What follows belongs to an exercise in optimizing a design on an open flow for small area; a production flow would make more cautious choices.
The RTL was checked by simulation tests, not by an equivalence proof against the original design.
No activity file was given, so power comes from the tool's default toggle rates.

## Q
==> module gate_seq_ctrl, before the edit <==
module gate_seq_ctrl #(
    parameter int unsigned INPUT_SZ  = 16,
    parameter int unsigned HIDDEN_SZ = 16,
    parameter int unsigned QN        = 6,
    parameter int unsigned QM        = 11,
    parameter int unsigned TIMEOUT   = 1024,
    localparam int unsigned BITWIDTH        = QN + QM + 1,
    localparam int unsigned LAYER_BITWIDTH  = BITWIDTH * HIDDEN_SZ,
    localparam int unsigned ADDR_BITWIDTH_X = $clog2(INPUT_SZ),
    localparam int unsigned ADDR_BITWIDTH   = $clog2(HIDDEN_SZ),
    localparam int unsigned STEP_W          = 16
) (
    input  logic                       clock,
    input  logic                       reset,
    input  logic                       cfg_start,
    input  logic [STEP_W-1:0]          num_steps,
    input  logic                       wt_valid,
    input  logic [LAYER_BITWIDTH-1:0]  wt_data,
    output logic                       wt_ready,
    output logic                       writeEn_X,
    output logic                       writeEn_Y,
    output logic [ADDR_BITWIDTH_X-1:0] colAddressWrite_X,
    output logic [ADDR_BITWIDTH-1:0]   colAddressWrite_Y,
    output logic [LAYER_BITWIDTH-1:0]  weightMemInput_X,
    output logic [LAYER_BITWIDTH-1:0]  weightMemInput_Y,
    input  logic                       step_valid,
    output logic                       step_ready,
    output logic                       beginCalc,
    input  logic                       dataReady_gate,
    input  logic [LAYER_BITWIDTH-1:0]  gateOutput,
    output logic                       out_valid,
    output logic [LAYER_BITWIDTH-1:0]  out_data,
    input  logic                       out_ready,
    output logic                       busy,
    output logic                       done,
    output logic                       err
);
    localparam int unsigned CW = $clog2(TIMEOUT);
    logic sLoad, sCalc, sHold, sDone, we;
    logic sWait, idle;
    logic [CW-1:0]     cnt;    
    logic [STEP_W-1:0] rem;    
    logic [LAYER_BITWIDTH-1:0] data;
    assign idle  = ~busy;
    assign sWait = busy & ~(sLoad | sCalc | sHold | sDone);
    logic acc, lastBeat, remZero, wdogEnd, timeout, stepAcc, outAcc;
    assign acc      = sLoad & wt_valid;
    assign lastBeat = acc & (cnt[4:1] == 4'hF) & (cnt[0] ^ we);
    assign remZero  = (rem == '0);
    assign wdogEnd  = &cnt;
    assign timeout  = sCalc & ~dataReady_gate & wdogEnd;
    assign stepAcc  = sWait & step_valid;
    assign outAcc   = sHold & out_ready;
    logic [STEP_W:0] remT;
    always_comb begin
        remT[0] = stepAcc;
        for (int i = 0; i < STEP_W; i++) remT[i+1] = remT[i] & ~rem[i];
    end
    always_ff @(posedge clock or negedge reset) begin
        if (!reset) begin
            busy  <= 1'b0;
            sLoad <= 1'b0;
            sCalc <= 1'b0;
            sHold <= 1'b0;
            sDone <= 1'b0;
            we    <= 1'b0;
            err   <= 1'b0;
        end else begin
            busy  <= busy ? ~sDone : cfg_start;
            sLoad <= (idle & cfg_start) | (sLoad & ~lastBeat);
            sCalc <= stepAcc | (sCalc & ~dataReady_gate & ~wdogEnd);
            sHold <= (sCalc & dataReady_gate) | (sHold & ~out_ready);
            sDone <= ((lastBeat | outAcc) & remZero) | timeout;
            we    <= acc;
            err   <= (idle & cfg_start) ? 1'b0 : (err | timeout);
        end
    end
    always_ff @(posedge clock) begin
        if (idle || sWait)
            cnt <= '0;
        else
            cnt <= cnt + (sLoad ? CW'(we) : CW'(1));
        rem <= idle ? num_steps : (rem ^ remT[STEP_W-1:0]);
        data <= ({LAYER_BITWIDTH{sLoad}} & wt_data)
              | ({LAYER_BITWIDTH{sCalc}} & gateOutput)
              | ({LAYER_BITWIDTH{sHold}} & data);
    end
    assign wt_ready          = sLoad;
    assign writeEn_X         = we & ~cnt[4];
    assign writeEn_Y         = we &  cnt[4];
    assign colAddressWrite_X = cnt[ADDR_BITWIDTH_X-1:0];
    assign colAddressWrite_Y = cnt[ADDR_BITWIDTH-1:0];
    assign weightMemInput_X  = data;
    assign weightMemInput_Y  = data;
    assign out_data          = data;
    assign step_ready        = sCalc & (cnt == '0);
    assign beginCalc         = step_ready;
    assign out_valid         = sHold;
    assign done              = sDone;
endmodule
==> flow/config.mk <==
export PLATFORM = sky130hd
export DESIGN_NAME = gate_seq_ctrl
export DESIGN_NICKNAME = gate_seq_ctrl
export VERILOG_FILES = /design/flow/design.v
export SDC_FILE = /design/flow/constraint.sdc
export NUM_CORES = 4
export LEC_CHECK = 0
export CAP_MARGIN = 20
export CORE_AREA = 150 150 360 360
export DIE_AREA = 0 0 510 510
export SLEW_MARGIN = 20
==> flow/constraint.sdc <==
create_clock -name core_clock -period 5.0 [get_ports {clock}]
set_input_delay 1.0000 -clock core_clock [delete_from_list [all_inputs] [get_ports {clock}]]
set_output_delay 1.0000 -clock core_clock [all_outputs]
set_load 0.01 [all_outputs]
standard.sh (not shown) runs the stock make flow with config.mk's settings and CLKGATE_MAP_FILE= SYNTH_SCRIPT=/design/flow/synth_recipe.tcl, a recipe that flattens the netlist after the stock synthesis.
==> flow/flow/run.sh <==
#!/bin/bash
# The standard layout, with these changes to how it is made:
#  - every port is buffered by the smallest buffer (sky130_fd_sc_hd__buf_1)
#    instead of the one buffer_ports picks by default;
#  - clock tree: clkbuf_4 buffers, sinks clustered in groups of up to 10
#    within 40 um, and no dummy loads.
set -euo pipefail
bash standard.sh \
  BUFFER_PORTS_ARGS="-buffer_cell sky130_fd_sc_hd__buf_1" \
  CTS_ARGS="-sink_clustering_enable -repair_clock_nets -dont_use_dummy_load -buf_list sky130_fd_sc_hd__clkbuf_4 -sink_clustering_size 10 -sink_clustering_max_diameter 40" \
  finish > standard_flow.log 2>&1
#### Input delta (R over Q)
--- a/flow/design.v
+++ b/flow/design.v
@@ -37,5 +37,5 @@
 );
     localparam int unsigned CW = $clog2(TIMEOUT);
-    logic sLoad, sCalc, sHold, sDone, we;
+    logic sLoad, sCalc, sHold, sDone, bc, we;
     logic sWait, idle;
     logic [CW-1:0]     cnt;    
@@ -64,4 +64,5 @@
             sHold <= 1'b0;
             sDone <= 1'b0;
+            bc    <= 1'b0;
             we    <= 1'b0;
             err   <= 1'b0;
@@ -72,4 +73,5 @@
             sHold <= (sCalc & dataReady_gate) | (sHold & ~out_ready);
             sDone <= ((lastBeat | outAcc) & remZero) | timeout;
+            bc    <= stepAcc;
             we    <= acc;
             err   <= (idle & cfg_start) ? 1'b0 : (err | timeout);
@@ -94,6 +96,6 @@
     assign weightMemInput_Y  = data;
     assign out_data          = data;
-    assign step_ready        = sCalc & (cnt == '0);
-    assign beginCalc         = step_ready;
+    assign step_ready        = bc;
+    assign beginCalc         = bc;
     assign out_valid         = sHold;
     assign done              = sDone;
Findings:
Going from Q to R, routed metal-1 wirelength has decreased; final area has remained practically unchanged; sequential cell count has increased; power has increased.
In the tables for R and Q, maximum vdd ir drop reads higher with Q.
| internal portion of total power | R vs Q | ≈ equal |
On relative area change from synthesis to final layout, R and Q are neck and neck.
The routed length on met3 in Q is 0.934 times that in R.
Compared with Q, R shows a relative slew slack that is 10 points lower.
Fraction of the mapped netlist area in compound gates: R vs Q — no meaningful difference
For R and Q, there was not a single run that failed to finish clean.
Between Q and R, the number of non-clock buffers does not differ in any meaningful way.
On cell count after synthesis, Q tracks R almost exactly.
Looking at R and Q, the end-of-flow core utilization is a wash.

## port drivers added, routing unchanged
How much do the figures lean on ideal ports? The routed layouts below were timed once more, with nothing changed but the port constraints.
Step 1 sets driving cells, clkbuf_16 on the clock port and buf_2 on the other inputs (assumed; they add their load-dependent delay and slew).
Step 2 times the ports against the registers' clock, not the clock port: input delays grow and output delays shrink by t, the midpoint of the rising clock arrivals with the driver on.
Three values: ideal ports, drivers, drivers and shift; two values: the first two.
| run | t (ns) | slack for setup (ns) | worst setup path at the end |
|---|---|---|---|
| Q | 0.865 | 1.192 / 1.112 / 0.543 | input to register |
| R | 0.848 | 1.255 / 1.255 / 0.543 | input to register |
After both steps every run listed still meets setup and hold. For R, which loses most, drivers alone change the setup slack by 0.000 ns; drivers and shift together by -0.712 ns.
